What follows belongs to an exercise in optimizing a design on an open flow for small area; a production flow would make more cautious choices.
The RTL was checked by simulation tests, not by an equivalence proof against the original design.
Power is estimated from default activity; no workload was simulated.

===== config.mk =====
export PLATFORM = sky130hd
export DESIGN_NAME = chip
export DESIGN_NICKNAME = chip
export VERILOG_FILES = /design/flow/design.v
export SDC_FILE = /design/flow/constraint.sdc
export NUM_CORES = 4
export LEC_CHECK = 0
export CAP_MARGIN = 20
export CORE_MARGIN = 2
export CORE_UTILIZATION = 40
export CTS_BUF_LIST = sky130_fd_sc_hd__clkbuf_8
export CTS_CLUSTER_DIAMETER = 60
export CTS_CLUSTER_SIZE = 16
export SLEW_MARGIN = 20

===== constraint.sdc =====
create_clock -name core_clock -period 10.0 [get_ports {clk}]
set_input_delay 2.0000 -clock core_clock [delete_from_list [all_inputs] [get_ports {clk}]]
set_output_delay 2.0000 -clock core_clock [all_outputs]
set_load 0.01 [all_outputs]

===== design.v =====
`timescale 1ns/1ps
package chip_pkg;
	typedef enum logic [3:0] {
		OP_NOP  = 4'd0,
		OP_LI   = 4'd1,
		OP_ADD  = 4'd2,
		OP_SUB  = 4'd3,
		OP_XOR  = 4'd4,
		OP_OUT  = 4'd5,
		OP_HALT = 4'd15
	} opcode_e;
endpackage
`timescale 1ns/1ps
module uart_link (
	input logic clk,
	input logic reset,
	input logic rx,
	output logic tx,
	output logic [7:0] rx_data,
	output logic rx_valid,
	output logic lost,
	input logic tx_push,
	input logic [7:0] tx_data,
	output logic tx_full
);
	localparam int CYC_BITS = $clog2(8);
	localparam int PTR_BITS = $clog2(4);
	localparam int CNT_BITS = $clog2(4 + 1);
	localparam logic [CYC_BITS-1:0] BIT_LAST = CYC_BITS'(8 - 1);
	localparam logic [CYC_BITS-1:0] HALF_LAST = CYC_BITS'(8 / 2 - 1);
	localparam logic [PTR_BITS-1:0] PTR_LAST = PTR_BITS'(4 - 1);
	localparam logic [CNT_BITS-1:0] FIFO_FULL = CNT_BITS'(4);
	localparam logic [1:0] RX_IDLE = 2'd0;
	localparam logic [1:0] RX_START = 2'd1;
	localparam logic [1:0] RX_DATA = 2'd2;
	localparam logic [1:0] RX_STOP = 2'd3;
	logic rx_meta, rx_sync;
	logic [1:0] rx_state;
	logic [CYC_BITS-1:0] rx_cyc;
	logic [2:0] rx_bit;
	logic [7:0] rx_shift;
	logic [7:0] fifo_mem [4];
	logic [PTR_BITS-1:0] wr_ptr, rd_ptr;
	logic [CNT_BITS-1:0] fifo_count;
	logic [9:0] tx_shift;
	logic [CYC_BITS-1:0] tx_cyc;
	logic tx_ready, tx_stop, pop;
	always_ff @(posedge clk) begin
		if (reset) begin
			rx_meta <= 1'b1;
			rx_sync <= 1'b1;
			rx_state <= RX_IDLE;
			rx_cyc <= '0;
			rx_bit <= '0;
			rx_valid <= 1'b0;
			lost <= 1'b0;
		end else begin
			rx_meta <= rx;
			rx_sync <= rx_meta;
			rx_valid <= 1'b0;
			case (rx_state)
				RX_IDLE: begin
					if (!rx_sync) begin
						rx_state <= RX_START;
						rx_cyc <= HALF_LAST;
					end
				end
				RX_START: begin
					if (rx_cyc != 0)
						rx_cyc <= rx_cyc - 1'b1;
					else if (rx_sync)
						rx_state <= RX_IDLE;  
					else begin
						rx_state <= RX_DATA;
						rx_cyc <= BIT_LAST;
						rx_bit <= '0;
					end
				end
				RX_DATA: begin
					if (rx_cyc != 0)
						rx_cyc <= rx_cyc - 1'b1;
					else begin
						rx_cyc <= BIT_LAST;
						rx_bit <= rx_bit + 1'b1;
						if (rx_bit == 3'd7)
							rx_state <= RX_STOP;
					end
				end
				default: begin
					if (rx_cyc != 0)
						rx_cyc <= rx_cyc - 1'b1;
					else begin
						rx_state <= RX_IDLE;
						if (rx_sync)
							rx_valid <= 1'b1;
						else
							lost <= 1'b1;  
					end
				end
			endcase
		end
	end
	always_ff @(posedge clk) begin
		if (rx_state == RX_DATA && rx_cyc == 0)
			rx_shift <= {rx_sync, rx_shift[7:1]};  
	end
	assign rx_data = rx_shift;
	assign tx_stop = (tx_shift[9:1] == 9'd0);
	assign tx_ready = tx_stop && (tx_cyc == 0);
	assign pop = tx_ready && (fifo_count != 0);
	assign tx_full = (fifo_count == FIFO_FULL);
	assign wr_ptr = rd_ptr + fifo_count[PTR_BITS-1:0];
	always_ff @(posedge clk) begin
		if (reset) begin
			rd_ptr <= '0;
			fifo_count <= '0;
		end else begin
			if (pop)
				rd_ptr <= rd_ptr + 1'b1;
			fifo_count <= fifo_count + CNT_BITS'(tx_push) - CNT_BITS'(pop);
		end
	end
	always_ff @(posedge clk) begin
		if (tx_push)
			fifo_mem[wr_ptr] <= tx_data;
	end
	always_ff @(posedge clk) begin
		if (reset) begin
			tx_shift <= 10'd1;  
			tx_cyc <= '0;
		end else if (pop) begin
			tx_shift <= {1'b1, fifo_mem[rd_ptr], 1'b0};
			tx_cyc <= BIT_LAST;
		end else if (!tx_ready) begin
			if (tx_cyc == 0) begin
				tx_shift <= {1'b0, tx_shift[9:1]};
				tx_cyc <= BIT_LAST;
			end else
				tx_cyc <= tx_cyc - 1'b1;
		end
	end
	assign tx = tx_shift[0];
endmodule
`timescale 1ns/1ps
module program_loader (
	input logic clk,
	input logic reset,
	input logic [7:0] rx_data,
	input logic rx_valid,
	output logic load_start,
	output logic word_done,
	output logic [23:0] wr_word,  
	output logic loaded
);
	localparam logic [1:0] LD_COUNT = 2'd0;
	localparam logic [1:0] LD_BYTES = 2'd1;
	localparam logic [1:0] LD_LAST = 2'd2;  
	localparam logic [1:0] LD_DONE = 2'd3;
	logic [1:0] state;
	logic [7:0] words_left;
	logic [1:0] byte_idx;
	logic [7:0] b0, b2, b3;
	logic count_in, byte_in;
	assign count_in = !reset && (state == LD_COUNT) && rx_valid;
	assign byte_in = (state == LD_BYTES) && rx_valid;
	assign word_done = !reset && byte_in && (byte_idx == 2'd3);
	always_ff @(posedge clk) begin
		if (reset)
			state <= LD_COUNT;
		else case (state)
			LD_COUNT: if (rx_valid) state <= (rx_data == 8'd0) ? LD_DONE : LD_BYTES;
			LD_BYTES: if (word_done && words_left == 8'd1) state <= LD_LAST;
			LD_LAST: state <= LD_DONE;
			default: ;
		endcase
	end
	always_ff @(posedge clk) begin
		if (count_in) begin
			words_left <= rx_data;
			byte_idx <= 2'd0;
		end else if (!reset && byte_in) begin
			byte_idx <= byte_idx + 1'b1;
			if (byte_idx == 2'd3)
				words_left <= words_left - 1'b1;
		end
	end
	always_ff @(posedge clk) begin
		if (byte_in && byte_idx == 2'd0) b0 <= rx_data;
		if (byte_in && byte_idx == 2'd2) b2 <= rx_data;
		if (byte_in && byte_idx == 2'd3) b3 <= rx_data;
	end
	assign load_start = count_in;
	assign wr_word = {b3, b2, b0};
	assign loaded = (state == LD_DONE);
endmodule
`timescale 1ns/1ps
module inst_mem (
	input logic clk,
	input logic load_start,  
	input logic word_done,   
	input logic [23:0] wr_word,
	input logic core_reset,  
	input logic advance,     
	output logic [13:0] rd_data,
	output logic rd_ok  
);
	localparam int DEPTH = 2 ** 6;
	logic [13:0] ring [DEPTH];
	logic [6-1:0] rot, rd_pos, wr_pos;
	logic [13:0] packed_w, tap;
	logic wr_pend, wr_done, bypass;
	function automatic logic [13:0] pack_instr(input logic [23:0] w);
		logic [3:0] op, rd, rs1, rs2;
		op = w[23:20];
		rd = w[19:16];
		rs1 = w[15:12];
		rs2 = w[11:8];
		case (op)
			4'd1: pack_instr = {2'd0, rd, w[7:0]};
			4'd2: pack_instr = {2'd1, rd, rs1, rs2};
			4'd3: pack_instr = (rs1 == rs2) ? {2'd0, rd, 8'd0} : {2'd2, rd, rs1, rs2};
			4'd4: pack_instr = {2'd3, rd, rs1, rs2};
			4'd5: pack_instr = {2'd2, rd, 4'd1, 4'd1};
			4'd15: pack_instr = {2'd2, rd, 4'd2, 4'd2};
			default: pack_instr = {2'd2, rd, 4'd0, 4'd0};
		endcase
	endfunction
	assign packed_w = pack_instr(wr_word);
	assign wr_done = wr_pend && (wr_pos == 0);
	always_ff @(posedge clk) begin
		rot <= rot + 1'b1;
		for (int j = 0; j < DEPTH - 1; j++)
			ring[j] <= ring[j + 1];
		ring[DEPTH - 1] <= wr_done ? packed_w : ring[0];
	end
	always_ff @(posedge clk) begin
		if (load_start)
			wr_pos <= ~rot;
		else
			wr_pos <= wr_pos - {5'd0, !wr_done};
		if (word_done)
			wr_pend <= 1'b1;
		else if (wr_done)
			wr_pend <= 1'b0;
		if (core_reset)
			rd_pos <= ~rot;
		else
			rd_pos <= rd_pos - {5'd0, !advance};
	end
	always_comb begin
		tap = '0;
		for (int k = 0; k < DEPTH / 2; k++)
			tap = tap | (ring[2 * k] & {14{rd_pos[5:1] == 5'(k)}});
	end
	assign bypass = wr_pend && (rd_pos == wr_pos);
	assign rd_ok = bypass || !rd_pos[0];
	assign rd_data = bypass ? packed_w : tap;
endmodule
`timescale 1ns/1ps
module core (
	input logic clk,
	input logic reset,
	output logic advance,
	input logic [13:0] rd_data,
	input logic rd_ok,
	output logic tx_push,
	output logic [7:0] tx_data,
	input logic tx_full,
	output logic halted
);
	localparam logic [1:0] S_FETCH = 2'd0;
	localparam logic [1:0] S_WAIT = 2'd1;
	localparam logic [1:0] S_EXEC = 2'd2;
	logic [1:0] state;
	logic [7:0] regs [16];
	logic [13:0] ir;
	logic [7:0] rs_val, op_a, wr_val;
	logic [3:0] rd, rs1, rs2, raddr;
	logic is_misc, is_li, is_sub, is_xor, is_out, is_halt;
	logic exec, wr_en;
	always_ff @(posedge clk) begin
		if (state != S_EXEC && rd_ok)
			ir <= rd_data;
	end
	assign rd = ir[11:8];
	assign rs1 = rd_ok ? rd_data[7:4] : ir[7:4];
	assign rs2 = ir[3:0];
	assign is_misc = (ir[13:12] == 2'd2) && (ir[7:4] == ir[3:0]);
	assign is_li = (ir[13:12] == 2'd0);
	assign is_sub = (ir[13:12] == 2'd2);
	assign is_xor = (ir[13:12] == 2'd3);
	assign is_out = is_misc && (ir[3:0] == 4'd1);
	assign is_halt = is_misc && (ir[3:0] == 4'd2);
	assign exec = (state == S_EXEC) && !halted;
	assign raddr = (state != S_EXEC) ? rs1 : is_misc ? rd : rs2;
	assign rs_val = regs[raddr];
	always_ff @(posedge clk)
		op_a <= rs_val;
	assign tx_push = exec && is_out && !tx_full;
	assign tx_data = rs_val;
	always_comb begin
		if (is_li)
			wr_val = ir[7:0];
		else if (is_xor)
			wr_val = op_a ^ rs_val;
		else if (is_sub)
			wr_val = op_a - rs_val;
		else
			wr_val = op_a + rs_val;
	end
	assign wr_en = exec && !is_misc;
	always_ff @(posedge clk) begin
		if (wr_en)
			regs[rd] <= wr_val;
	end
	assign advance = exec && !is_halt && !(is_out && tx_full);
	always_ff @(posedge clk) begin
		if (reset) begin
			state <= S_FETCH;
			halted <= 1'b0;
		end else begin
			case (state)
				S_FETCH: state <= S_WAIT;
				S_WAIT: state <= S_EXEC;
				default: begin
					if (exec && is_halt)
						halted <= 1'b1;
					else if (advance)
						state <= S_FETCH;
				end
			endcase
		end
	end
endmodule
`timescale 1ns/1ps
module chip (
	input logic clk,
	input logic chip_reset,
	input logic uart_rx,
	output logic uart_tx,
	output logic [3:0] status  
);
	localparam int HOLD_BITS = $clog2(15 + 1);
	logic [HOLD_BITS-1:0] reset_count;
	logic hold;
	logic [7:0] rx_data;
	logic rx_valid, rx_lost;
	logic tx_push, tx_full;
	logic [7:0] tx_data;
	logic [23:0] wr_word;
	logic load_start, word_done, advance;
	logic [13:0] rd_data;
	logic rd_ok;
	logic loaded, halted;
	always_ff @(posedge clk) begin
		if (chip_reset)
			reset_count <= HOLD_BITS'(15);
		else if (reset_count != 0)
			reset_count <= reset_count - 1'b1;
	end
	assign hold = (reset_count != 0);
	assign status = {!hold && !loaded, loaded, halted, rx_lost};
	uart_link uart_i (
		.clk(clk),
		.reset(hold),
		.rx(uart_rx),
		.tx(uart_tx),
		.rx_data(rx_data),
		.rx_valid(rx_valid),
		.lost(rx_lost),
		.tx_push(tx_push),
		.tx_data(tx_data),
		.tx_full(tx_full)
	);
	program_loader loader_i (
		.clk(clk),
		.reset(hold),
		.rx_data(rx_data),
		.rx_valid(rx_valid),
		.load_start(load_start),
		.word_done(word_done),
		.wr_word(wr_word),
		.loaded(loaded)
	);
	inst_mem imem_i (
		.clk(clk),
		.load_start(load_start),
		.word_done(word_done),
		.wr_word(wr_word),
		.core_reset(!loaded),
		.advance(advance),
		.rd_data(rd_data),
		.rd_ok(rd_ok)
	);
	core core_i (
		.clk(clk),
		.reset(!loaded),
		.advance(advance),
		.rd_data(rd_data),
		.rd_ok(rd_ok),
		.tx_push(tx_push),
		.tx_data(tx_data),
		.tx_full(tx_full),
		.halted(halted)
	);
endmodule

===== flow/run.sh =====
#!/bin/bash
# Standard layout, except that the combinational logic of the standard
# synthesis netlist is re-mapped by ABC for area before floorplanning.
# Registers (instances, names, cell types, Q nets) are left untouched.
set -euo pipefail
WORK=$PWD
R=$WORK/orfs/results/$FLOW_PLATFORM/chip/base
LIB=$FLOW_HOME/platforms/$FLOW_PLATFORM/lib/sky130_fd_sc_hd__tt_025C_1v80.lib
YOSYS=$FLOW_HOME/../tools/install/yosys/bin/yosys
command -v yosys >/dev/null 2>&1 && YOSYS=$(command -v yosys)

# 1. standard synthesis
bash standard.sh synth > 1_standard_synth.log 2>&1
cp $R/1_2_yosys.v $WORK/std_1_2_yosys.v

# 2. area re-mapping of the logic between registers
DU=$(sed -n '/DONT_USE_CELLS/,/^$/p' $FLOW_HOME/platforms/$FLOW_PLATFORM/config.mk \
	| grep -o 'sky130_fd_sc_hd__[a-z0-9_]*' | sed 's/^/-dont_use /' | tr '\n' ' ')
SEQ=$(grep -oE 'sky130_fd_sc_hd__[a-z0-9_]+' $WORK/std_1_2_yosys.v | sort -u | grep -E '__(e?df|sdf|dl|sdl)' | tr '\n' ' ')
cat > $WORK/reopt.ys <<YS
read_liberty -ignore_miss_func $LIB
delete $SEQ
read_liberty -lib -nooverwrite $LIB
read_verilog $WORK/std_1_2_yosys.v
hierarchy -top $FLOW_TOP
flatten
rename -hide w:_*_.*
opt_clean
abc -liberty $LIB $DU -script $WORK/flow/area.abc
opt_clean -purge
hilomap -singleton -hicell sky130_fd_sc_hd__conb_1 HI -locell sky130_fd_sc_hd__conb_1 LO
splitnets
insbuf -buf sky130_fd_sc_hd__buf_4 A X
opt_clean -purge
tee -o $WORK/reopt_stat.txt stat -liberty $LIB
write_verilog -noattr -noexpr -nohex -nodec $WORK/reopt_1_2_yosys.v
YS
$YOSYS -s $WORK/reopt.ys > 2_reopt_yosys.log 2>&1
cp $WORK/reopt_1_2_yosys.v $R/1_2_yosys.v
rm -f $R/1_synth.odb $R/1_synth.sdc

# 3. the rest of the standard layout
bash standard.sh > 3_standard_layout.log 2>&1

===== flow/area.abc =====
strash
dch
map -a
topo
dnsize

===== standard.sh =====
#!/bin/bash
# synth_recipe.tcl (not shown) runs the flow's synth.tcl, then flattens the netlist and writes it again
# the make line also repeats each setting of config.mk as NAME=value (left out here)
make -C /OpenROAD-flow-scripts/flow DESIGN_CONFIG=/design/flow/config.mk WORK_HOME=/design/flow/orfs CLKGATE_MAP_FILE= SYNTH_SCRIPT=/design/flow/synth_recipe.tcl "${@:-finish}"

==> key figures, run 1 <==
Die
  – Core footprint: 0.0807 mm2
  – Initial Util: 0.405
  – Die width: 290 um
  – FP Rows: 104
  – Die height: 290 um
  – Die ar.: 0.0839 mm2
  – Ports: 8

STA
  – Fmax: 0.115 GHz
  – Final setup margin: 1.33 ns
  – Slew @ Worst Pin: 1.16 ns
  – Slew Limit Fails: 0
  – Final Skew: 0.0470 ns
  – Period Utilization, post-route: 0.867
  – Slew HR: 0.221
  – Final count of hold timing violations: 0
  – Setup violations, final: 0
  – Fin crit period: 8.67 ns
  – RSZ-0062 raised after global routing: no
  – Final setup TNS: 0 ns

Global routing
  – Initial antenna violation count: 1
  – GRT overflow: 0
  – Largest net degree at the start of global routing: 50
  – Vias in the first global route: 19.2k
  – Overall Global Routing Usage: 0.196
  – Global-route wire length before repair: 122,000 um

Placed design
  – Place WS: 1.42 ns
  – HPWL Detailed: 54,000 um
  – RePlAce Congestion: 0.904
  – # port buffers: 7

Clock tree
  – Clock buffer depth: 3
  – CTS buffer count: 88
  – Postcts setup bufs: 0
  – Cts-stage hold buffer count: 0
  – Post-CTS sizing: 0
  – H-tree depth: 3
  – Worst-Skew Late Latency: 0.75 ns
  – Clock sinks: 1,180
  – Clock transition at path regs: 0.10 ns
  – CTS tree: done
  – Root buf cell: clkbuf_8

Status
  – Outcome: no timing/DRC/antenna violations

Final layout
  – Most frequent cells in the layout: dfxtp_1 (966), nor2_1 (283), nand2_1 (229), edfxtp_1 (214), a22oi_1 (140)
  – Final nets: 2,670
  – Share of cells above drive strength 1: 0.0733
  – # fillers: 7,313
  – Commonest non-fill, non-tap cell in the layout: dfxtp_1
  – Layout Area Growth over Synthesis: 10.6%
  – Fin util: 0.448

Logic synthesis
  – Mean Syn Cell Area: 13.0 um2
  – Post-Synthesis Cells: 2,514
  – Mapped Area: 0.0327 mm2
  – Yosys warns: 6
  – Syn Nets: 2,517

Routing
  – Via/cell ratio: 5.16
  – Via count: 19.4k
  – Detail Route Antenna Nets: 0
  – DR pass1 iterations: 7
  – 1st-iter DRT viols: 2,034
  – Residual DRC: 0
  – Total Routed Length: 81,900 um
  – Wire length per cell: 21.8 um

Critical path
  – Reg-to-reg slack, setup: 1.33 ns
  – CP Class: reg -> reg
  – CP startpoint kind: flip-flop
  – Critical Path Sink Type: flip-flop
  – Reg2Reg Depth: 30
  – Crit-path slowest cell: nor2_1
  – Critical path arrival: 9.12 ns
  – CP peak stage delay: 0.82 ns
  – Critical Path RT: 10.45 ns
  – Crit path max fanout: 15

Run
  – Maxcap violations: 0

Power and ir drop
  – Worst IR Drop VDD: 0.135 mV
  – LEAKAGE: 13.3 nW
  – Power per cell area: 201 mW/mm2

Min path
  – Worst hold path type: reg -> reg
  – Hold path cells: 0
final timing paths:
kind	startpoint	endpoint
max	imem_i.rd_pos[5]	core_i.regs[6][6]
min	imem_i.ring[7][9]	imem_i.ring[6][9]
min reg2reg	imem_i.ring[7][9]	imem_i.ring[6][9]
max reg2reg	imem_i.rd_pos[5]	core_i.regs[6][6]
worst max-delay path, delay by kind of cell (launching register included):
kind,cells,cell delay [ns]
AOI/OAI and AO/OA,8,1.62
DFF,1,0.63
xor gates and xnor gates,3,0.53
adders and majority gates,1,0.38
and+or+nand+nor,14,3.53
buffers and inverters,4,1.69
registers in the layout, indices dropped and copies added, names as in the netlist, 4 cells and up, named ones only:
name / count
core_i.regs: 128
uart_i.tx_shift: 10
loader_i.b2: 8
core_i.op_a: 8
loader_i.words_left: 8
imem_i.rd_pos: 6
core_i.ir: 14
loader_i.b3: 8
uart_i.fifo_mem: 32
imem_i.rot: 6
reset_count: 4
imem_i.ring: 896
imem_i.wr_pos: 6
loader_i.b0: 8
uart_i.rx_shift: 8
power by group:
part	internal [mW]	switching (mW)	leakage, nW
Clock	0.943	1.51	0.861
Combinational	0.00130	0.000999	2.62
Sequential	4.81	0.000461	9.78
layer usage:
metal | part of all wire | global-route usage | vias up | wire [um]
met5 | 0 | 0 | - | 0
met4 | 0.035 | 0.0733 | 0 | 2900
met3 | 0.069 | 0.0392 | 196 | 5650
met2 | 0.45 | 0.311 | 678 | 37000
met1 | 0.44 | 0.267 | 9444 | 36300
li1 | - | - | 9115 | -
final cells by class:
type / instances / area (um2) / area share
inverters: 133 / 499 / 0.0138
well taps: 1060 / 1330 / 0.0367
repair buffers: 66 / 528 / 0.0146
diodes: 3 / 7.51 / 0.000208
flip-flops and latches: 1180 / 25800 / 0.713
multi-input cells: 1198 / 6430 / 0.178
clock buffers: 91 / 1250 / 0.0347
clock inverters: 34 / 320 / 0.00886
per-stage QoR:
stage / hold WS [ns] / instances / cell area [um2] / total power [mW]
after CTS: 0.299 / 3760 / 36100 / 7.31
final: 0.304 / 3765 / 36100 / 7.27
after detailed placement: 0.312 / 3635 / 34500 / 4.93
after global placement: 0.310 / 3633 / 34500 / 4.93
after floorplan: 0.310 / 2514 / 32700 / 4.93
after global routing: 0.301 / 3763 / 36100 / 7.50
==> run 2, diff against run 1 <==
--- a/flow/run.sh
+++ b/flow/run.sh
@@ -41,3 +41,4 @@
 
 # 3. the rest of the standard layout
+export CTS_ARGS="-sink_clustering_enable -repair_clock_nets -buf_list sky130_fd_sc_hd__clkbuf_8 -sink_clustering_size 16 -sink_clustering_max_diameter 60 -dont_use_dummy_load"
 bash standard.sh > 3_standard_layout.log 2>&1
==> run 2 against run 1 <==
  * Still clean on timing, DRC and antenna
  * Sequential power barely moved
  * Synthesized area unchanged
  * Flip-flop and latch count did not move
  * Clock power is 11% lower
  * First-iteration DRC count fell by 9.8%
  * Routed wire length fell by 0.27%
  * Worst hold slack worse by 0.051 ns
  * Count of clock-buffer cells in the layout decreased by 3
  * Cell count down 1.0%
  * Die area is the same
  * Critical path type unchanged
==> key figures, run 2 <==
Final layout
  – # fillers: 7,333 (was 7,313)
  – Seq. cell area: 0.0258 mm2 (unchanged)
  – Multi-input combinational cell area: 0.00644 mm2 (was 0.00643 mm2)
  – Share of cells above drive strength 1: 0.0664 (was 0.0733)
  – Most frequent cells in the layout: dfxtp_1 (966), nor2_1 (283), nand2_1 (229), edfxtp_1 (214), a22oi_1 (140) (unchanged)
  – Final nets: 2,670 (unchanged)
  – Largest regs: imem_i.ring (896), core_i.regs (128), uart_i.fifo_mem (32) (unchanged)
  – Top reg by flops: imem_i.ring (unchanged)
  – Largest register FFs: 896 (unchanged)
  – Commonest non-fill, non-tap cell in the layout: dfxtp_1 (unchanged)
  – Layout Area Growth over Synthesis: 9.55% (was 10.6%)

Logic synthesis
  – Mapped Area: 0.0327 mm2 (unchanged)
  – Post-Synthesis Cells: 2,514 (unchanged)
  – Syn Nets: 2,517 (unchanged)
  – Yosys warns: 6 (unchanged)
  – Mean Syn Cell Area: 13.0 um2 (unchanged)

Critical path
  – Reg2Reg Depth: 29 (was 30)
  – Critical Path RT: 10.39 ns (was 10.45 ns)
  – Crit path to: core_i.regs[6][6] (unchanged)
  – Worst path buffer plus inverter count: 5 (was 4)
  – Reg-to-reg slack, setup: 1.46 ns (was 1.33 ns)
  – Crit path max fanout: 15 (unchanged)
  – CP peak stage delay: 0.78 ns (was 0.82 ns)
  – FF-to-FF Start: imem_i.rd_pos[5] (unchanged)
  – Crit path top cell by count: nor2_1
  – Setup crit start: imem_i.rd_pos[5] (unchanged)
  – Worst path depth: 29 (was 30)
  – Critical Path Sink Type: flip-flop (unchanged)
  – Worst R2R End: core_i.regs[6][6] (unchanged)
  – CP Class: reg -> reg (unchanged)
  – CP startpoint kind: flip-flop (unchanged)
  – Crit-path slowest cell: nor2_1 (unchanged)
  – Critical path arrival: 8.93 ns (was 9.12 ns)
  – Crit-path leading delay family: simple AND/OR/NAND/NOR gates (unchanged)

Routing
  – Via count: 19.5k (was 19.4k)
  – Via/cell ratio: 5.23 (was 5.16)
  – Detail Route Antenna Nets: 0 (unchanged)
  – Residual DRC: 0 (unchanged)
  – DR pass1 iterations: 6 (was 7)
  – 1st-iter DRT viols: 1,835 (was 2,034)
  – Total Routed Length: 81,700 um (was 81,900 um)
  – Wire length per cell: 21.9 um (was 21.8 um)

STA
  – Setup violations, final: 0 (unchanged)
  – Period Utilization, post-route: 0.854 (was 0.867)
  – RSZ-0062 raised after global routing: no (unchanged)
  – Final setup margin: 1.46 ns (was 1.33 ns)
  – Final setup TNS: 0 ns (unchanged)
  – Slew @ Worst Pin: 1.13 ns (was 1.16 ns)
  – Fin crit period: 8.54 ns (was 8.67 ns)
  – Slew HR: 0.244 (was 0.221)
  – Slew Limit Fails: 0 (unchanged)
  – Fmax: 0.117 GHz (was 0.115 GHz)
  – Final Skew: 0.0954 ns (was 0.0470 ns)
  – Final count of hold timing violations: 0 (unchanged)

Clock tree
  – CTS buffer count: 88 (unchanged)
  – Root buf cell: clkbuf_8 (unchanged)
  – Clock sinks: 1,180 (unchanged)
  – Worst-Skew Late Latency: 0.74 ns (was 0.75 ns)
  – Post-CTS sizing: 0 (unchanged)
  – CTS tree: done (unchanged)
  – H-tree depth: 3 (unchanged)
  – Cts-stage hold buffer count: 0 (unchanged)
  – Clock transition at path regs: 0.09 ns (was 0.10 ns)
  – Postcts setup bufs: 0 (unchanged)
  – Clock buffer depth: 3 (unchanged)

Die
  – Die width: 290 um (unchanged)
  – Ports: 8 (unchanged)
  – Die height: 290 um (unchanged)
  – FP Rows: 104 (unchanged)
  – Die ar.: 0.0839 mm2 (unchanged)
  – Core footprint: 0.0807 mm2 (unchanged)
  – Initial Util: 0.405 (unchanged)

Power and ir drop
  – LEAKAGE: 13.0 nW (was 13.3 nW)
  – Worst IR Drop VDD: 0.135 mV (about the same)
  – Power per cell area: 195 mW/mm2 (was 201 mW/mm2)

Placed design
  – # port buffers: 7 (unchanged)
  – RePlAce Congestion: 0.904 (unchanged)
  – HPWL Detailed: 54,000 um (unchanged)
  – Place WS: 1.42 ns (unchanged)

Status
  – Outcome: no timing/DRC/antenna violations (unchanged)

Global routing
  – GRT overflow: 0 (unchanged)
  – Vias in the first global route: 19.2k (about the same)
  – Global-route wire length before repair: 122,000 um (about the same)
  – Largest net degree at the start of global routing: 50 (unchanged)
  – Initial antenna violation count: 2 (was 1)
  – Overall Global Routing Usage: 0.196 (about the same)

Min path
  – Worst hold path type: reg -> reg (unchanged)

Run
  – Maxcap violations: 0 (unchanged)
run 2: metrics by stage:
step / hold slack, ns / cell area (um2) / util / total power [mW] / cells
2_1_floorplan: 0.310 / 32700 / - / 4.93 / 2514
3_3_place_gp: 0.310 / 34500 / 0.427 / 4.93 / 3633
3_5_place_dp: 0.312 / 34500 / 0.428 / 4.93 / 3635
4_1_cts: 0.253 / 35700 / 0.443 / 7.04 / 3723
5_1_grt: 0.254 / 35800 / 0.443 / 7.22 / 3727
6_report: 0.254 / 35800 / 0.443 / 6.99 / 3727
run 2: layer usage:
| layer | vias up | track usage | part of all wire |
|---|---|---|---|
| met5 | - | 0 | 0 |
| met4 | 0 | 0.0713 | 0.035 |
| met3 | 193 | 0.0392 | 0.068 |
| met2 | 702 | 0.310 | 0.45 |
| met1 | 9510 | 0.267 | 0.44 |
| li1 | 9071 | - | - |
run 2: final cells by class:
class	instances	share of cell area
Clock buffer	88	0.0339
Antenna cell	2	0.000140
Timing Repair Buffer	66	0.0148
Tap cell	1060	0.0371
Inverter	133	0.0140
Sequential cell	1180	0.720
Multi-Input combinational cell	1198	0.180
run 2: how the worst min path moves through the flow:
stage / start / end / cells after the start
finish: imem_i.ring[7][9] / imem_i.ring[6][9] / 0
global route: imem_i.ring[7][9] / imem_i.ring[6][9] / 0
CTS: imem_i.ring[7][9] / imem_i.ring[6][9] / 0
detailed placement: imem_i.ring[33][8] / imem_i.ring[32][8] / 0
global placement: imem_i.ring[43][3] / imem_i.ring[42][3] / 0
floorplan: imem_i.ring[1][0] / imem_i.ring[0][0] / 0
run 2: where the power goes:
| part | total [mW] | internal, mW | leakage [nW] | switching [mW] |
|---|---|---|---|---|
| registers | 4.81 | 4.81 | 9.78 | 0.000458 |
| logic | 0.00230 | 0.00130 | 2.62 | 0.000996 |
| clock network | 2.18 | 0.789 | 0.633 | 1.39 |
| total | 6.99 | 5.60 | 13.0 | 1.39 |
==> run 3, diff against run 2 <==
==> flow/area.abc (replaced) <==
strash
ifraig
dc2
dch -f
amap
topo
dnsize
--- a/config.mk
+++ b/config.mk
@@ -12,3 +12,4 @@
 export CTS_CLUSTER_DIAMETER = 60
 export CTS_CLUSTER_SIZE = 16
+export GPL_TIMING_DRIVEN = 0
 export SLEW_MARGIN = 20
==> run 3 against run 2 <==
  * Still clean
  * Non-clock buffer count down 6
  * Fmax is 9.7% lower
  * Synthesized area decreased by 2.0%
  * Largest power group unchanged
  * Highest routed layer unchanged
==> key figures, run 3 <==
Power and ir drop
  – Overall power: 6.95 mW (was 6.99 mW)
  – Worst IR Drop VDD: 0.131 mV (was 0.135 mV)
  – Power per cell area: 195 mW/mm2 (about the same)
  – LEAKAGE: 12.5 nW (was 13.0 nW)

Global routing
  – Global-route wire length before repair: 115,000 um (was 122,000 um)
  – Vias in the first global route: 18.4k (was 19.2k)
  – GRT overflow: 0 (unchanged)
  – Overall Global Routing Usage: 0.186 (was 0.196)
  – Initial antenna violation count: 1 (was 2)
  – Largest net degree at the start of global routing: 47 (was 50)

Clock tree
  – CTS tree: done (unchanged)
  – Clock sinks: 1,180 (unchanged)
  – CTS buffer count: 86 (was 88)
  – Clock buffer depth: 3 (unchanged)
  – Worst-Skew Late Latency: 0.74 ns (about the same)
  – Cts-stage hold buffer count: 0 (unchanged)
  – Clock transition at path regs: 0.10 ns (was 0.09 ns)
  – Root buf cell: clkbuf_8 (unchanged)
  – H-tree depth: 3 (unchanged)

Die
  – Initial Util: 0.404 (was 0.405)
  – Core footprint: 0.0791 mm2 (was 0.0807 mm2)
  – Ports: 8 (unchanged)
  – Die ar.: 0.0823 mm2 (was 0.0839 mm2)
  – Die height: 287 um (was 290 um)
  – FP Rows: 103 (was 104)
  – Die width: 287 um (was 290 um)

Final layout
  – Commonest non-fill, non-tap cell in the layout: dfxtp_1 (unchanged)
  – # diodes: 0 (was 2)
  – Seq. cell area: 0.0258 mm2 (unchanged)
  – Layout Area Growth over Synthesis: 11.4% (was 9.55%)
  – Largest register FFs: 896 (unchanged)
  – Final nets: 2,391 (was 2,670)
  – Post-route insts no fill: 3,436 (was 3,727)
  – Share of cells above drive strength 1: 0.0817 (was 0.0664)
  – # fillers: 7,040 (was 7,333)
  – Largest regs: imem_i.ring (896), core_i.regs (128), uart_i.fifo_mem (32) (unchanged)
  – Top reg by flops: imem_i.ring (unchanged)
  – Multi-input combinational cell area: 0.00617 mm2 (was 0.00644 mm2)
  – Most frequent cells in the layout: dfxtp_1 (966), edfxtp_1 (214), nor2_1 (167), clkinv_1 (110), nand2_1 (94) (was dfxtp_1 (966), nor2_1 (283), nand2_1 (229), edfxtp_1 (214), a22oi_1 (140))

Critical path
  – Worst path buffer plus inverter count: 7 (was 5)
  – CP peak stage delay: 0.74 ns (was 0.78 ns)
  – Crit-path leading delay family: compound AO/OA/AOI/OAI gates (was simple AND/OR/NAND/NOR gates)
  – Critical Path Sink Type: flip-flop (unchanged)
  – Crit-path slowest cell: nor2_4 (was nor2_1)
  – Crit path max fanout: 23 (was 15)
  – CP startpoint kind: flip-flop (unchanged)
  – CP Class: reg -> reg (unchanged)
  – Critical path arrival: 9.89 ns (was 8.93 ns)
  – Critical Path RT: 10.43 ns (was 10.39 ns)

Placed design
  – # port buffers: 7 (unchanged)
  – HPWL Detailed: 49,500 um (was 54,000 um)
  – Cells after DPL: 3,339 (was 3,635)
  – RePlAce Congestion: 0.820 (was 0.904)

STA
  – Slew HR: 0.306 (was 0.244)
  – Final count of hold timing violations: 0 (unchanged)
  – Setup violations, final: 0 (unchanged)
  – RSZ-0062 raised after global routing: no (unchanged)
  – Fmax: 0.106 GHz (was 0.117 GHz)
  – Slew @ Worst Pin: 1.03 ns (was 1.13 ns)
  – Slew Limit Fails: 0 (unchanged)
  – Final Skew: 0.121 ns (was 0.0954 ns)
  – Period Utilization, post-route: 0.946 (was 0.854)
  – Fin crit period: 9.46 ns (was 8.54 ns)

Routing
  – Via/cell ratio: 5.39 (was 5.23)
  – Wire length per cell: 22.4 um (was 21.9 um)
  – Total Routed Length: 77,000 um (was 81,700 um)
  – Via count: 18.5k (was 19.5k)
  – Residual DRC: 0 (unchanged)
  – 1st-iter DRT viols: 1,802 (was 1,835)
  – DR pass1 iterations: 6 (unchanged)
  – Detail Route Antenna Nets: 0 (unchanged)

Logic synthesis
  – Yosys warns: 6 (unchanged)
  – Post-Synthesis Cells: 2,243 (was 2,514)
  – Syn Nets: 2,246 (was 2,517)
  – Mean Syn Cell Area: 14.3 um2 (was 13.0 um2)
  – Mapped Area: 0.0320 mm2 (was 0.0327 mm2)

Run
  – Maxcap violations: 0 (unchanged)

Min path
  – Worst hold path type: reg -> reg (unchanged)

Status
  – Outcome: no timing/DRC/antenna violations (unchanged)
[run 3: final timing paths]
check                          from                 to  slack (ns)  cells past startpoint
setup / recovery   imem_i.rd_pos[2]  core_i.regs[5][7]        0.54                     38
hold / removal    imem_i.ring[5][5]  imem_i.ring[4][5]        0.28                      0
setup reg to reg   imem_i.rd_pos[2]  core_i.regs[5][7]        0.54                     38
hold reg to reg   imem_i.ring[5][5]  imem_i.ring[4][5]        0.28                      0
[run 3: layout make-up]
cell class / count / share of cell area
well taps: 1050 / 0.0369
clock buffers: 86 / 0.0332
plain buffers: 3 / 0.000527
multi-input cells: 943 / 0.173
repair buffers: 57 / 0.0202
flip-flops and latches: 1180 / 0.723
inverters: 117 / 0.0128
[run 3: report_power, final]
part,switching (mW),internal [mW]
sequential,0.000525,4.81
combinational,0.000803,0.00124
clock,1.36,0.771
[run 3: stage by stage]
step	hold WS (ns)	worst slack (ns)	setup TNS, ns	cell area, um2	util
2_1_floorplan	0.310	0.221	0	32000	-
3_3_place_gp	0.310	-7.03	-725.03	33400	0.422
3_5_place_dp	0.312	-0.304	-3.38	34300	0.433
4_1_cts	0.263	0.0652	0	35500	0.448
5_1_grt	0.259	0.0246	0	35600	0.450
6_report	0.277	0.540	0	35600	0.450
[run 3: repair_timing]
action | CTS | global route
setup endpoints to repair | 16 | 16
pin swaps | 1 | 3
buffers inserted | 2 | 8
resized for setup | 4 | 13
[run 3: layer usage]
layer	GRT usage	wire, um	share of wire
met3	0.0293	4920	0.064
met1	0.252	33600	0.44
met4	0.0570	2370	0.031
met2	0.306	36100	0.47
met5	0	0	0
==> run 4, diff against run 3 <==
--- a/config.mk
+++ b/config.mk
@@ -12,4 +12,3 @@
 export CTS_CLUSTER_DIAMETER = 60
 export CTS_CLUSTER_SIZE = 16
-export GPL_TIMING_DRIVEN = 0
 export SLEW_MARGIN = 20
==> run 4 against run 3 <==
  * Still clean
  * Sequential share of layout area is 1.2 points higher
  * Register-to-register slack better by 0.18 ns
  * Cell count hardly changed
  * Routed wire length is 0.84% higher
  * Die area stayed put
  * Sequential power hardly changed
  * Via count is 0.41% higher
  * Flip-flop and latch count stayed put
  * Critical endpoint is now core_i.regs[12][7]
  * Largest cell class unchanged
==> key figures, run 4 <==
Clock tree
  – Worst-Skew Late Latency: 0.73 ns (was 0.74 ns)
  – Clock buffer depth: 3 (unchanged)
  – Clock transition at path regs: 0.10 ns (about the same)
  – Postcts setup bufs: 0 (was 2)
  – Post-CTS sizing: 0 (was 4)
  – H-tree depth: 3 (unchanged)
  – Root buf cell: clkbuf_8 (unchanged)
  – Clock sinks: 1,180 (unchanged)
  – CTS buffer count: 86 (unchanged)
  – Cts-stage hold buffer count: 0 (unchanged)
  – CTS tree: done (unchanged)

Final layout
  – Final nets: 2,390 (was 2,391)
  – Top reg by flops: imem_i.ring (unchanged)
  – # diodes: 0 (unchanged)
  – Most frequent cells in the layout: dfxtp_1 (966), edfxtp_1 (214), nor2_1 (188), clkinv_1 (117), nand2_1 (96) (was dfxtp_1 (966), edfxtp_1 (214), nor2_1 (167), clkinv_1 (110), nand2_1 (94))
  – Largest regs: imem_i.ring (896), core_i.regs (128), uart_i.fifo_mem (32) (unchanged)
  – Commonest non-fill, non-tap cell in the layout: dfxtp_1 (unchanged)
  – # fillers: 7,071 (was 7,040)
  – Layout Area Growth over Synthesis: 9.55% (was 11.4%)
  – Largest register FFs: 896 (unchanged)
  – Fin util: 0.443 (was 0.450)
  – Share of cells above drive strength 1: 0.0658 (was 0.0817)

Critical path
  – Crit-path leading delay family: simple AND/OR/NAND/NOR gates (was compound AO/OA/AOI/OAI gates)
  – Crit-path slowest cell: nor4b_1 (was nor2_4)
  – FF-to-FF Start: imem_i.rd_pos[2] (unchanged)
  – Worst R2R End: core_i.regs[12][7] (was core_i.regs[5][7])
  – Crit path max fanout: 26 (was 23)
  – Critical Path Sink Type: flip-flop (unchanged)
  – Reg-to-reg slack, setup: 0.72 ns (was 0.54 ns)
  – CP startpoint kind: flip-flop (unchanged)
  – Critical path arrival: 9.69 ns (was 9.89 ns)
  – CP Class: reg -> reg (unchanged)
  – Critical Path RT: 10.41 ns (was 10.43 ns)
  – Reg2Reg Depth: 37 (was 38)
  – CP peak stage delay: 0.92 ns (was 0.74 ns)
  – Worst path buffer plus inverter count: 8 (was 7)
  – Worst path depth: 37 (was 38)

STA
  – Period Utilization, post-route: 0.928 (was 0.946)
  – Fmax: 0.108 GHz (was 0.106 GHz)
  – Fin crit period: 9.28 ns (was 9.46 ns)
  – Setup violations, final: 0 (unchanged)
  – RSZ-0062 raised after global routing: no (unchanged)
  – Slew @ Worst Pin: 1.20 ns (was 1.03 ns)
  – Slew HR: 0.200 (was 0.306)
  – Final setup TNS: 0 ns (unchanged)
  – Slew Limit Fails: 0 (unchanged)
  – Final Skew: 0.125 ns (was 0.121 ns)
  – Final count of hold timing violations: 0 (unchanged)

Die
  – Ports: 8 (unchanged)
  – FP Rows: 103 (unchanged)
  – Initial Util: 0.404 (unchanged)
  – Die height: 287 um (unchanged)
  – Die ar.: 0.0823 mm2 (unchanged)
  – Core footprint: 0.0791 mm2 (unchanged)
  – Die width: 287 um (unchanged)

Run
  – Maxcap violations: 0 (unchanged)

Logic synthesis
  – Syn Nets: 2,246 (unchanged)
  – Mapped Area: 0.0320 mm2 (unchanged)
  – Yosys warns: 6 (unchanged)
  – Mean Syn Cell Area: 14.3 um2 (unchanged)
  – Post-Synthesis Cells: 2,243 (unchanged)

Min path
  – Hold Startpoint: imem_i.ring[1][5] (was imem_i.ring[5][5])
  – Hold path endpoint: imem_i.ring[0][5] (was imem_i.ring[4][5])
  – Hold path cells: 0 (unchanged)
  – Worst hold path type: reg -> reg (unchanged)

Power and ir drop
  – Power per cell area: 198 mW/mm2 (was 195 mW/mm2)
  – Worst IR Drop VDD: 0.150 mV (was 0.131 mV)
  – LEAKAGE: 12.4 nW (was 12.5 nW)
  – Sw Ratio: 0.197 (about the same)
  – Combinational power share: 0 (about the same)
  – P_int: 5.59 mW (about the same)
  – Seq pwr share: 0.692 (about the same)
  – Clock Power Share: 0.307 (about the same)
  – Psw: 1.37 mW (about the same)

Status
  – Outcome: no timing/DRC/antenna violations (unchanged)

Global routing
  – Initial antenna violation count: 0 (was 1)
  – Largest net degree at the start of global routing: 53 (was 47)
  – Overall Global Routing Usage: 0.187 (was 0.186)
  – Vias in the first global route: 18.1k (was 18.4k)
  – GRT overflow: 0 (unchanged)
  – Global-route wire length before repair: 115,000 um (about the same)

Routing
  – Wire length per cell: 22.6 um (was 22.4 um)
  – DR pass1 iterations: 9 (was 6)
  – Total Routed Length: 77,600 um (was 77,000 um)
  – Residual DRC: 0 (unchanged)
  – Via/cell ratio: 5.41 (was 5.39)
  – Via count: 18.6k (was 18.5k)
  – Detail Route Antenna Nets: 0 (unchanged)
  – 1st-iter DRT viols: 2,012 (was 1,802)

Placed design
  – # port buffers: 7 (unchanged)
  – HPWL Detailed: 50,600 um (was 49,500 um)
  – RePlAce Congestion: 0.881 (was 0.820)
run 4: how the worst max path moves through the flow:
stage	from	to	slack [ns]
4_1_cts	imem_i.rd_pos[2]	core_i.regs[13][7]	0.95
3_5_place_dp	imem_i.rd_pos[2]	core_i.regs[6][7]	1.02
2_1_floorplan	imem_i.rd_pos[2]	core_i.regs[0][7]	0.22
5_1_grt	imem_i.rd_pos[2]	core_i.regs[12][7]	0.05
3_3_place_gp	imem_i.rd_pos[3]	core_i.regs[5][7]	1.25
6_report	imem_i.rd_pos[2]	core_i.regs[12][7]	0.72
run 4: power groups by stage:
stage	logic [mW]	clock network, mW	registers (mW)
floorplan	0.00100	0	4.92
global placement	0.00191	0	4.92
detailed placement	0.00204	0	4.92
CTS	0.00205	2.19	4.81
global route	0.00235	2.36	4.82
finish	0.00202	2.14	4.81
run 4: per-layer routing:
layer	vias up	global-route usage	share of wire
met5	-	0	0
met4	0	0.0677	0.036
met1	9173	0.267	0.46
met2	726	0.289	0.44
li1	8516	-	-
met3	171	0.0280	0.067
run 4: cell type report:
| type | instances | area, um2 | area share |
|---|---|---|---|
| multi-input cells | 943 | 5890 | 0.168 |
| flip-flops and latches | 1180 | 25800 | 0.735 |
| inverters | 117 | 439 | 0.0125 |
| repair buffers | 59 | 460 | 0.0131 |
| clock buffers | 86 | 1180 | 0.0338 |
| well taps | 1050 | 1310 | 0.0375 |
run 4: metrics by stage:
stage | worst slack (ns) | std cells | cell area [um2] | hold slack, ns | total power [mW]
3_3_place_gp | 1.25 | 3349 | 33800 | 0.310 | 4.93
3_5_place_dp | 1.02 | 3349 | 33800 | 0.312 | 4.93
6_report | 0.719 | 3435 | 35100 | 0.239 | 6.95
5_1_grt | 0.0463 | 3435 | 35100 | 0.258 | 7.18
2_1_floorplan | 0.221 | 2243 | 32000 | 0.310 | 4.93
4_1_cts | 0.945 | 3435 | 35000 | 0.239 | 7.00
==> run 5, diff against run 4 <==
--- a/design.v
+++ b/design.v
@@ -148,4 +148,5 @@
 	input logic [7:0] rx_data,
 	input logic rx_valid,
+	input logic [7:0] words_left,  
 	output logic load_start,
 	output logic word_done,
@@ -158,5 +159,4 @@
 	localparam logic [1:0] LD_DONE = 2'd3;
 	logic [1:0] state;
-	logic [7:0] words_left;
 	logic [1:0] byte_idx;
 	logic [7:0] b0, b2, b3;
@@ -176,12 +176,8 @@
 	end
 	always_ff @(posedge clk) begin
-		if (count_in) begin
-			words_left <= rx_data;
+		if (count_in)
 			byte_idx <= 2'd0;
-		end else if (!reset && byte_in) begin
+		else if (!reset && byte_in)
 			byte_idx <= byte_idx + 1'b1;
-			if (byte_idx == 2'd3)
-				words_left <= words_left - 1'b1;
-		end
 	end
 	always_ff @(posedge clk) begin
@@ -267,4 +263,6 @@
 	output logic [7:0] tx_data,
 	input logic tx_full,
+	output logic [7:0] rs_val,
+	input logic [7:0] op_a,  
 	output logic halted
 );
@@ -275,5 +273,5 @@
 	logic [7:0] regs [16];
 	logic [13:0] ir;
-	logic [7:0] rs_val, op_a, wr_val;
+	logic [7:0] wr_val;
 	logic [3:0] rd, rs1, rs2, raddr;
 	logic is_misc, is_li, is_sub, is_xor, is_out, is_halt;
@@ -295,6 +293,4 @@
 	assign raddr = (state != S_EXEC) ? rs1 : is_misc ? rd : rs2;
 	assign rs_val = regs[raddr];
-	always_ff @(posedge clk)
-		op_a <= rs_val;
 	assign tx_push = exec && is_out && !tx_full;
 	assign tx_data = rs_val;
@@ -353,4 +349,5 @@
 	logic rd_ok;
 	logic loaded, halted;
+	logic [7:0] rs_val, shared;
 	always_ff @(posedge clk) begin
 		if (chip_reset)
@@ -361,4 +358,12 @@
 	assign hold = (reset_count != 0);
 	assign status = {!hold && !loaded, loaded, halted, rx_lost};
+	always_ff @(posedge clk) begin
+		if (loaded)
+			shared <= rs_val;
+		else if (load_start)
+			shared <= rx_data;
+		else if (word_done)
+			shared <= shared - 1'b1;
+	end
 	uart_link uart_i (
 		.clk(clk),
@@ -378,4 +383,5 @@
 		.rx_data(rx_data),
 		.rx_valid(rx_valid),
+		.words_left(shared),
 		.load_start(load_start),
 		.word_done(word_done),
@@ -402,4 +408,6 @@
 		.tx_data(tx_data),
 		.tx_full(tx_full),
+		.rs_val(rs_val),
+		.op_a(shared),
 		.halted(halted)
 	);
==> flow/area.abc (replaced) <==
strash
ifraig
dc2
dch -f
amap -F 10 -A 10
topo
dnsize
==> run 5 against run 4 <==
  * Die area shrank 1.0%
  * Routed wire length up 1.1%
  * Non-clock buffer count stayed put
  * Register-to-register slack better by 0.26 ns
  * Final area is 1.1% lower
  * Fmax is 2.9% higher
  * Highest routed layer unchanged
==> key figures, run 5 <==
Status
  – Outcome: no timing/DRC/antenna violations (unchanged)

Die
  – Die height: 285 um (was 287 um)
  – Core footprint: 0.0786 mm2 (was 0.0791 mm2)
  – Die width: 285 um (was 287 um)
  – Die ar.: 0.0814 mm2 (was 0.0823 mm2)
  – Initial Util: 0.403 (was 0.404)
  – Ports: 8 (unchanged)
  – FP Rows: 103 (unchanged)

Critical path
  – Critical path arrival: 9.37 ns (was 9.69 ns)
  – Crit-path slowest cell: clkinv_1 (was nor4b_1)
  – Critical Path RT: 10.35 ns (was 10.41 ns)
  – CP Class: reg -> reg (unchanged)
  – Crit path max fanout: 25 (was 26)
  – Critical Path Sink Type: flip-flop (unchanged)
  – CP peak stage delay: 0.61 ns (was 0.92 ns)
  – Crit path top cell by count: clkinv_1
  – CP startpoint kind: flip-flop (unchanged)

Final layout
  – Largest register FFs: 896 (unchanged)
  – # diodes: 0 (unchanged)
  – Largest regs: imem_i.ring (896), core_i.regs (128), uart_i.fifo_mem (32) (unchanged)
  – Final nets: 2,354 (was 2,390)
  – Fin util: 0.441 (was 0.443)
  – Most frequent cells in the layout: dfxtp_1 (958), edfxtp_1 (214), nor2_1 (169), clkinv_1 (108), nand2_1 (105) (was dfxtp_1 (966), edfxtp_1 (214), nor2_1 (188), clkinv_1 (117), nand2_1 (96))
  – Final instance area: 0.0347 mm2 (was 0.0351 mm2)
  – Layout Area Growth over Synthesis: 9.45% (was 9.55%)
  – # fillers: 7,082 (was 7,071)
  – Top reg by flops: imem_i.ring (unchanged)
  – Commonest non-fill, non-tap cell in the layout: dfxtp_1 (unchanged)
  – Post-route insts no fill: 3,399 (was 3,435)
  – Share of cells above drive strength 1: 0.0647 (was 0.0658)

Clock tree
  – Postcts setup bufs: 0 (unchanged)
  – CTS tree: done (unchanged)
  – Clock buffer depth: 3 (unchanged)
  – CTS buffer count: 87 (was 86)
  – H-tree depth: 3 (unchanged)
  – Post-CTS sizing: 0 (unchanged)
  – Cts-stage hold buffer count: 0 (unchanged)
  – Clock transition at path regs: 0.09 ns (was 0.10 ns)
  – Clock sinks: 1,172 (was 1,180)
  – Root buf cell: clkbuf_8 (unchanged)
  – Worst-Skew Late Latency: 0.71 ns (was 0.73 ns)

STA
  – Slew HR: 0.202 (was 0.200)
  – Period Utilization, post-route: 0.902 (was 0.928)
  – Fmax: 0.111 GHz (was 0.108 GHz)
  – Final setup margin: 0.979 ns (was 0.719 ns)
  – Final count of hold timing violations: 0 (unchanged)
  – Setup violations, final: 0 (unchanged)
  – Final setup TNS: 0 ns (unchanged)
  – RSZ-0062 raised after global routing: no (unchanged)
  – Fin crit period: 9.02 ns (was 9.28 ns)
  – Slew Limit Fails: 0 (unchanged)
  – Final Skew: 0.149 ns (was 0.125 ns)
  – Fin Hold WS: 0.297 ns (was 0.239 ns)
  – Slew @ Worst Pin: 1.19 ns (was 1.20 ns)

Power and ir drop
  – Power per cell area: 199 mW/mm2 (was 198 mW/mm2)
  – Clock Power Share: 0.308 (was 0.307)
  – Worst IR Drop VDD: 0.156 mV (was 0.150 mV)
  – Psw: 1.35 mW (was 1.37 mW)
  – Seq pwr share: 0.692 (about the same)
  – Sw Ratio: 0.195 (was 0.197)
  – Overall power: 6.91 mW (was 6.95 mW)
  – LEAKAGE: 11.8 nW (was 12.4 nW)
  – P_int: 5.56 mW (was 5.59 mW)
  – Combinational power share: 0 (about the same)

Logic synthesis
  – Post-Synthesis Cells: 2,206 (was 2,243)
  – Mapped Area: 0.0317 mm2 (was 0.0320 mm2)
  – Mean Syn Cell Area: 14.4 um2 (was 14.3 um2)
  – Yosys warns: 6 (unchanged)
  – Syn Nets: 2,209 (was 2,246)

Min path
  – Worst hold path type: reg -> reg (unchanged)

Routing
  – Via count: 18.5k (was 18.6k)
  – Total Routed Length: 78,500 um (was 77,600 um)
  – Via/cell ratio: 5.44 (was 5.41)
  – 1st-iter DRT viols: 2,189 (was 2,012)
  – DR pass1 iterations: 7 (was 9)
  – Detail Route Antenna Nets: 0 (unchanged)
  – Residual DRC: 0 (unchanged)
  – Wire length per cell: 23.1 um (was 22.6 um)

Placed design
  – # port buffers: 7 (unchanged)
  – Area after DPL: 0.0334 mm2 (was 0.0338 mm2)
  – Place WS: 1.03 ns (was 1.02 ns)
  – RePlAce Congestion: 0.893 (was 0.881)
  – HPWL Detailed: 50,000 um (was 50,600 um)
  – Cells after DPL: 3,311 (was 3,349)

Global routing
  – Global-route wire length before repair: 116,000 um (was 115,000 um)
  – Largest net degree at the start of global routing: 49 (was 53)
  – Overall Global Routing Usage: 0.191 (was 0.187)
  – Vias in the first global route: 18.0k (was 18.1k)
  – Initial antenna violation count: 1 (was 0)
  – GRT overflow: 0 (unchanged)

Run
  – Maxcap violations: 0 (unchanged)
run 5: final timing paths:
kind	end	depth (start not counted)	startpoint	slack (ns)
worst max-delay path	core_i.regs[15][7]	31	imem_i.rd_pos[1]	0.98
worst min-delay path	imem_i.ring[14][11]	0	imem_i.ring[15][11]	0.30
worst max register to register	core_i.regs[15][7]	31	imem_i.rd_pos[1]	0.98
worst min register to register	imem_i.ring[14][11]	0	imem_i.ring[15][11]	0.30
run 5: layer usage:
metal | track usage | wire length [um]
met1 | 0.269 | 34600
met2 | 0.300 | 35600
met3 | 0.0298 | 5770
met4 | 0.0665 | 2520
met5 | 0 | 0
run 5: critical path: cells and delay by family, from the launching register on:
family	cells	cell delay (ns)
AO/OA/AOI/OAI	14	3.46
buffers and inverters	10	3.14
AND/OR/NAND/NOR	7	1.50
flip-flops	1	0.58
run 5: cell type report:
| class | count | area, um2 | area share |
|---|---|---|---|
| Sequential cell | 1172 | 25600 | 0.739 |
| Multi-Input combinational cell | 923 | 5680 | 0.164 |
| Tap cell | 1050 | 1310 | 0.0379 |
| Clock buffer | 87 | 1200 | 0.0346 |
| Timing Repair Buffer | 59 | 455 | 0.0131 |
| Inverter | 108 | 405 | 0.0117 |
run 5: power by group through the flow:
stage | logic [mW] | registers [mW] | clock network, mW
6_report | 0.00201 | 4.78 | 2.12
5_1_grt | 0.00232 | 4.78 | 2.35
4_1_cts | 0.00205 | 4.78 | 2.18
3_5_place_dp | 0.00203 | 4.89 | 0
3_3_place_gp | 0.00190 | 4.89 | 0
2_1_floorplan | 0.00105 | 4.89 | 0
==> run 6, diff against run 5 <==
--- a/flow/run.sh
+++ b/flow/run.sh
@@ -41,4 +41,4 @@
 
 # 3. the rest of the standard layout
-export CTS_ARGS="-sink_clustering_enable -repair_clock_nets -buf_list sky130_fd_sc_hd__clkbuf_8 -sink_clustering_size 16 -sink_clustering_max_diameter 60 -dont_use_dummy_load"
+export CTS_ARGS="-sink_clustering_enable -repair_clock_nets -buf_list sky130_fd_sc_hd__clkbuf_4 -sink_clustering_size 8 -sink_clustering_max_diameter 40 -dont_use_dummy_load"
 bash standard.sh > 3_standard_layout.log 2>&1
==> run 6 against run 5 <==
  * Routed wire length increased by 1.7%
  * Worst hold slack got worse by 0.043 ns
  * Largest power group unchanged
  * Count of clock-buffer cells in the layout increased by 83
  * Synthesized cell count unchanged
  * Clock skew decreased by 0.0073 ns
  * Synthesized area unchanged
  * Global-route usage increased by 0.48 points
  * Highest routed layer unchanged
  * Register-to-register slack improved by 0.02 ns
  * Via count increased by 2.6%
==> key figures, run 6 <==
Die
  – Initial Util: 0.403 (unchanged)
  – Die height: 285 um (unchanged)
  – Die width: 285 um (unchanged)
  – Die ar.: 0.0814 mm2 (unchanged)
  – Ports: 8 (unchanged)
  – Core footprint: 0.0786 mm2 (unchanged)
  – FP Rows: 103 (unchanged)

Clock tree
  – Cts-stage hold buffer count: 0 (unchanged)
  – H-tree depth: 4 (was 3)
  – Postcts setup bufs: 0 (unchanged)
  – Clock buffer depth: 3 (unchanged)
  – Clock transition at path regs: 0.08 ns (was 0.09 ns)
  – Root buf cell: clkbuf_4 (was clkbuf_8)
  – Clock sinks: 1,172 (unchanged)
  – Worst-Skew Late Latency: 1.03 ns (was 0.71 ns)
  – CTS buffer count: 170 (was 87)
  – CTS tree: done (unchanged)
  – Post-CTS sizing: 0 (unchanged)

Global routing
  – Overall Global Routing Usage: 0.196 (was 0.191)
  – GRT overflow: 0 (unchanged)
  – Vias in the first global route: 18.7k (was 18.0k)
  – Largest net degree at the start of global routing: 49 (unchanged)
  – Initial antenna violation count: 3 (was 1)
  – Global-route wire length before repair: 119,000 um (was 116,000 um)

Critical path
  – Worst path buffer plus inverter count: 10 (unchanged)
  – CP startpoint kind: flip-flop (unchanged)
  – Critical path arrival: 9.65 ns (was 9.37 ns)
  – CP Class: reg -> reg (unchanged)
  – Crit path max fanout: 25 (unchanged)
  – Critical Path RT: 10.65 ns (was 10.35 ns)
  – Crit path top cell by count: clkinv_1 (unchanged)
  – Critical Path Sink Type: flip-flop (unchanged)
  – CP peak stage delay: 0.60 ns (was 0.61 ns)
  – Crit-path leading delay family: compound AO/OA/AOI/OAI gates (unchanged)
  – Crit-path slowest cell: clkinv_1 (unchanged)

Final layout
  – Top reg by flops: imem_i.ring (unchanged)
  – Share of cells above drive strength 1: 0.0966 (was 0.0647)
  – # fillers: 7,116 (was 7,082)
  – Layout Area Growth over Synthesis: 9.76% (was 9.45%)
  – Commonest non-fill, non-tap cell in the layout: dfxtp_1 (unchanged)
  – Largest register FFs: 896 (unchanged)
  – Most frequent cells in the layout: dfxtp_1 (958), edfxtp_1 (214), clkbuf_4 (170), nor2_1 (169), clkinv_1 (108) (was dfxtp_1 (958), edfxtp_1 (214), nor2_1 (169), clkinv_1 (108), nand2_1 (105))
  – Final nets: 2,437 (was 2,354)
  – Largest regs: imem_i.ring (896), core_i.regs (128), uart_i.fifo_mem (32) (unchanged)

STA
  – Slew @ Worst Pin: 1.21 ns (was 1.19 ns)
  – Final Skew: 0.142 ns (was 0.149 ns)
  – RSZ-0062 raised after global routing: no (unchanged)
  – Slew HR: 0.192 (was 0.202)
  – Period Utilization, post-route: 0.900 (was 0.902)
  – Slew Limit Fails: 0 (unchanged)
  – Final setup TNS: 0 ns (unchanged)
  – Fmax: 0.111 GHz (about the same)
  – Fin crit period: 9.00 ns (was 9.02 ns)
  – Final count of hold timing violations: 0 (unchanged)
  – Setup violations, final: 0 (unchanged)

Logic synthesis
  – Post-Synthesis Cells: 2,206 (unchanged)
  – Yosys warns: 6 (unchanged)
  – Syn Nets: 2,209 (unchanged)
  – Mean Syn Cell Area: 14.4 um2 (unchanged)
  – Mapped Area: 0.0317 mm2 (unchanged)

Routing
  – Detail Route Antenna Nets: 0 (unchanged)
  – DR pass1 iterations: 6 (was 7)
  – Via count: 19.0k (was 18.5k)
  – Wire length per cell: 22.9 um (was 23.1 um)
  – Via/cell ratio: 5.44 (about the same)
  – 1st-iter DRT viols: 2,406 (was 2,189)
  – Residual DRC: 0 (unchanged)
  – Total Routed Length: 79,800 um (was 78,500 um)

Power and ir drop
  – Worst IR Drop VDD: 0.116 mV (was 0.156 mV)
  – Overall power: 6.97 mW (was 6.91 mW)
  – Power per cell area: 201 mW/mm2 (was 199 mW/mm2)
  – LEAKAGE: 12.0 nW (was 11.8 nW)

Min path
  – Worst hold path type: reg -> reg (unchanged)

Run
  – Maxcap violations: 0 (unchanged)

Status
  – Outcome: no timing/DRC/antenna violations (unchanged)

Placed design
  – # port buffers: 7 (unchanged)
  – RePlAce Congestion: 0.893 (unchanged)
  – HPWL Detailed: 50,000 um (unchanged)
==> run 6: cell count changes in the layout (fill, tap and decap cells not counted), sizes merged <==
cell / before / now
diode: 0 / 8
clkbuf: 87 / 170
==> run 6: worst register-to-register path, delay by kind of cell (launching register included) <==
family,cells,cell delay [ns]
AOI/OAI and AO/OA,13,3.47
buffers and inverters,10,3.24
and+or+nand+nor,6,1.45
DFF,1,0.56
==> run 6: worst paths after layout <==
path                                         from                  to  slack (ns)  cells past startpoint
worst max register to register   imem_i.rd_pos[3]  core_i.regs[15][7]         1.0                     29
worst max-delay path             imem_i.rd_pos[3]  core_i.regs[15][7]         1.0                     29
worst min-delay path            imem_i.ring[7][9]   imem_i.ring[6][9]        0.25                      0
worst min register to register  imem_i.ring[7][9]   imem_i.ring[6][9]        0.25                      0
==> run 6: layout make-up <==
class                      count  area (um2)  share of cell area
antenna                        8        20.0            0.000576
clock buffer                 170        1280              0.0367
inverter                     108         405              0.0117
multi-input combinational    923        5680               0.163
sequential                  1172       25600               0.737
tap                         1050        1310              0.0378
timing repair buffer          59         455              0.0131
==> run 6: report_power, final <==
group / switching, mW / total (mW) / internal [mW]
sequential: 0.000410 / 4.78 / 4.78
clock: 1.41 / 2.19 / 0.779
combinational: 0.000813 / 0.00201 / 0.00120
total: 1.41 / 6.97 / 5.56
==> run 6: through the flow <==
stage | hold WS [ns] | cells | area (um2) | util | setup WS, ns
2_1_floorplan | 0.310 | 2206 | 31700 | - | 1.06
3_3_place_gp | 0.310 | 3310 | 33400 | 0.425 | 1.36
3_5_place_dp | 0.312 | 3311 | 33400 | 0.425 | 1.03
4_1_cts | 0.248 | 3481 | 34700 | 0.442 | 0.904
5_1_grt | 0.271 | 3490 | 34800 | 0.442 | 0.0420
6_report | 0.254 | 3490 | 34800 | 0.442 | 1.00
==> run 6: per-layer routing <==
metal	global-route usage	vias up	wire length (um)
li1	-	8679	-
met4	0.0849	0	2730
met5	0	-	0
met1	0.268	9235	34300
met3	0.0414	190	7080
met2	0.300	869	35700
==> run 7, diff against run 6 <==
--- a/flow/run.sh
+++ b/flow/run.sh
@@ -41,4 +41,4 @@
 
 # 3. the rest of the standard layout
-export CTS_ARGS="-sink_clustering_enable -repair_clock_nets -buf_list sky130_fd_sc_hd__clkbuf_4 -sink_clustering_size 8 -sink_clustering_max_diameter 40 -dont_use_dummy_load"
+export CTS_ARGS="-sink_clustering_enable -repair_clock_nets -buf_list sky130_fd_sc_hd__clkbuf_16 -sink_clustering_size 28 -sink_clustering_max_diameter 60 -dont_use_dummy_load"
 bash standard.sh > 3_standard_layout.log 2>&1
==> run 7 against run 6 <==
  * Setup slack got worse by 0.064 ns
  * Via count is 3.6% lower
  * Die area unchanged
  * Still clean on timing, DRC and antenna
  * Cell count down 3.4%
  * Non-clock buffer count stayed put
  * Largest cell class unchanged
  * Global-route usage decreased by 0.64 points
  * Core utilization grew 0.20 points
  * Power rose by 2.8%
  * Critical path type unchanged
==> key figures, run 7 <==
Final layout
  – Final nets: 2,325 (was 2,437)
  – # diodes: 0 (was 8)
  – Largest regs: imem_i.ring (896), core_i.regs (128), uart_i.fifo_mem (32) (unchanged)
  – Final instance area: 0.0349 mm2 (was 0.0348 mm2)
  – Post-route insts no fill: 3,370 (was 3,490)
  – Most frequent cells in the layout: dfxtp_1 (958), edfxtp_1 (214), nor2_1 (169), clkinv_1 (108), nand2_1 (105) (was dfxtp_1 (958), edfxtp_1 (214), clkbuf_4 (170), nor2_1 (169), clkinv_1 (108))
  – Share of cells above drive strength 1: 0.0530 (was 0.0966)
  – Commonest non-fill, non-tap cell in the layout: dfxtp_1 (unchanged)
  – Largest register FFs: 896 (unchanged)

Min path
  – Hold path endpoint: imem_i.ring[33][7] (was imem_i.ring[6][9])
  – Worst hold path type: reg -> reg (unchanged)

Global routing
  – Initial antenna violation count: 0 (was 3)
  – Global-route wire length before repair: 116,000 um (was 119,000 um)
  – Overall Global Routing Usage: 0.189 (was 0.196)

Clock tree
  – Cts-stage hold buffer count: 0 (unchanged)
  – CTS buffer count: 58 (was 170)
  – CTS tree: done (unchanged)
  – Clock transition at path regs: 0.10 ns (was 0.08 ns)
  – Clock buffer depth: 3 (unchanged)

Critical path
  – Reg2Reg Depth: 31 (was 29)
  – FF-to-FF Start: imem_i.rd_pos[1] (was imem_i.rd_pos[3])
  – Critical Path Sink Type: flip-flop (unchanged)
  – Crit-path slowest cell: clkinv_1 (unchanged)
  – CP peak stage delay: 0.61 ns (was 0.60 ns)

STA
  – Slew @ Worst Pin: 1.14 ns (was 1.21 ns)
  – Fin crit period: 9.06 ns (was 9.00 ns)
  – Fmax: 0.110 GHz (was 0.111 GHz)
  – Final setup TNS: 0 ns (unchanged)
  – Setup violations, final: 0 (unchanged)
  – Fin Hold WS: 0.245 ns (was 0.254 ns)

Logic synthesis
  – Syn Nets: 2,209 (unchanged)
  – Post-Synthesis Cells: 2,206 (unchanged)
  – Mapped Area: 0.0317 mm2 (unchanged)
  – Mean Syn Cell Area: 14.4 um2 (unchanged)

Placed design
  – RePlAce Congestion: 0.893 (unchanged)
  – # port buffers: 7 (unchanged)
  – Place WS: 1.03 ns (unchanged)

Die
  – Die ar.: 0.0814 mm2 (unchanged)
  – Die width: 285 um (unchanged)
  – Initial Util: 0.403 (unchanged)
  – Core footprint: 0.0786 mm2 (unchanged)
  – Ports: 8 (unchanged)
  – Die height: 285 um (unchanged)

Power and ir drop
  – Overall power: 7.17 mW (was 6.97 mW)
  – Power per cell area: 205 mW/mm2 (was 201 mW/mm2)

Routing
  – 1st-iter DRT viols: 2,326 (was 2,406)
  – Wire length per cell: 23.2 um (was 22.9 um)
  – Residual DRC: 0 (unchanged)

Status
  – Outcome: no timing/DRC/antenna violations (unchanged)
run 7: cell types whose count changed in the layout (fill, tap and decap cells not counted):
cell / before / now
diode_2: 8 / 0
clkbuf_16: 0 / 58
clkbuf_4: 170 / 0
run 7: power breakdown:
group | switching (mW) | internal [mW] | leakage, nW | total (mW)
clock network | 1.35 | 1.03 | 0.715 | 2.38
registers | 0.000410 | 4.78 | 9.22 | 4.78
logic | 0.000813 | 0.00120 | 2.00 | 0.00201
run 7: worst max path at each step:
stage | to | slack (ns) | cells after the start | from
2_1_floorplan | core_i.regs[0][7] | 1.06 | 23 | imem_i.rd_pos[3]
3_3_place_gp | core_i.regs[5][7] | 1.36 | 31 | imem_i.rd_pos[3]
3_5_place_dp | core_i.regs[15][7] | 1.03 | 27 | core_i.ir[1]
4_1_cts | core_i.regs[14][7] | 0.92 | 26 | core_i.ir[13]
5_1_grt | core_i.regs[6][7] | 0.05 | 34 | imem_i.rd_pos[1]
6_report | core_i.regs[14][7] | 0.94 | 31 | imem_i.rd_pos[1]
run 7: per-layer routing:
layer	vias up	track usage	share of wire	wire, um
li1	8390	-	-	-
met1	9063	0.271	0.44	34700
met2	695	0.299	0.45	35300
met3	142	0.0249	0.071	5570
met4	0	0.0602	0.032	2500
met5	-	0	0	0
run 7: worst max-delay path: cells and delay by family, from the launching register on:
family / cells / cell delay (ns)
flip-flops: 1 / 0.56
AND/OR/NAND/NOR: 7 / 1.51
AO/OA/AOI/OAI: 14 / 3.48
buffers and inverters: 10 / 3.14
run 7: area by class of cell:
| class | instances | area [um2] |
|---|---|---|
| clock buffer | 58 | 1450 |
| fill | 7037 | 43700 |
| tap | 1050 | 1310 |
| timing repair buffer | 59 | 455 |
| inverter | 108 | 405 |
| multi-input combinational | 923 | 5680 |
| sequential | 1172 | 25600 |

Re-timed with assumed drivers on the ports (clkbuf_16 on the clock, buf_2 on other inputs), run 7 has 0.935 ns of setup slack against 0.935 ns with ideal ports, and 0.935 ns once port delays also move by the mid clock arrival of 0.679 ns.
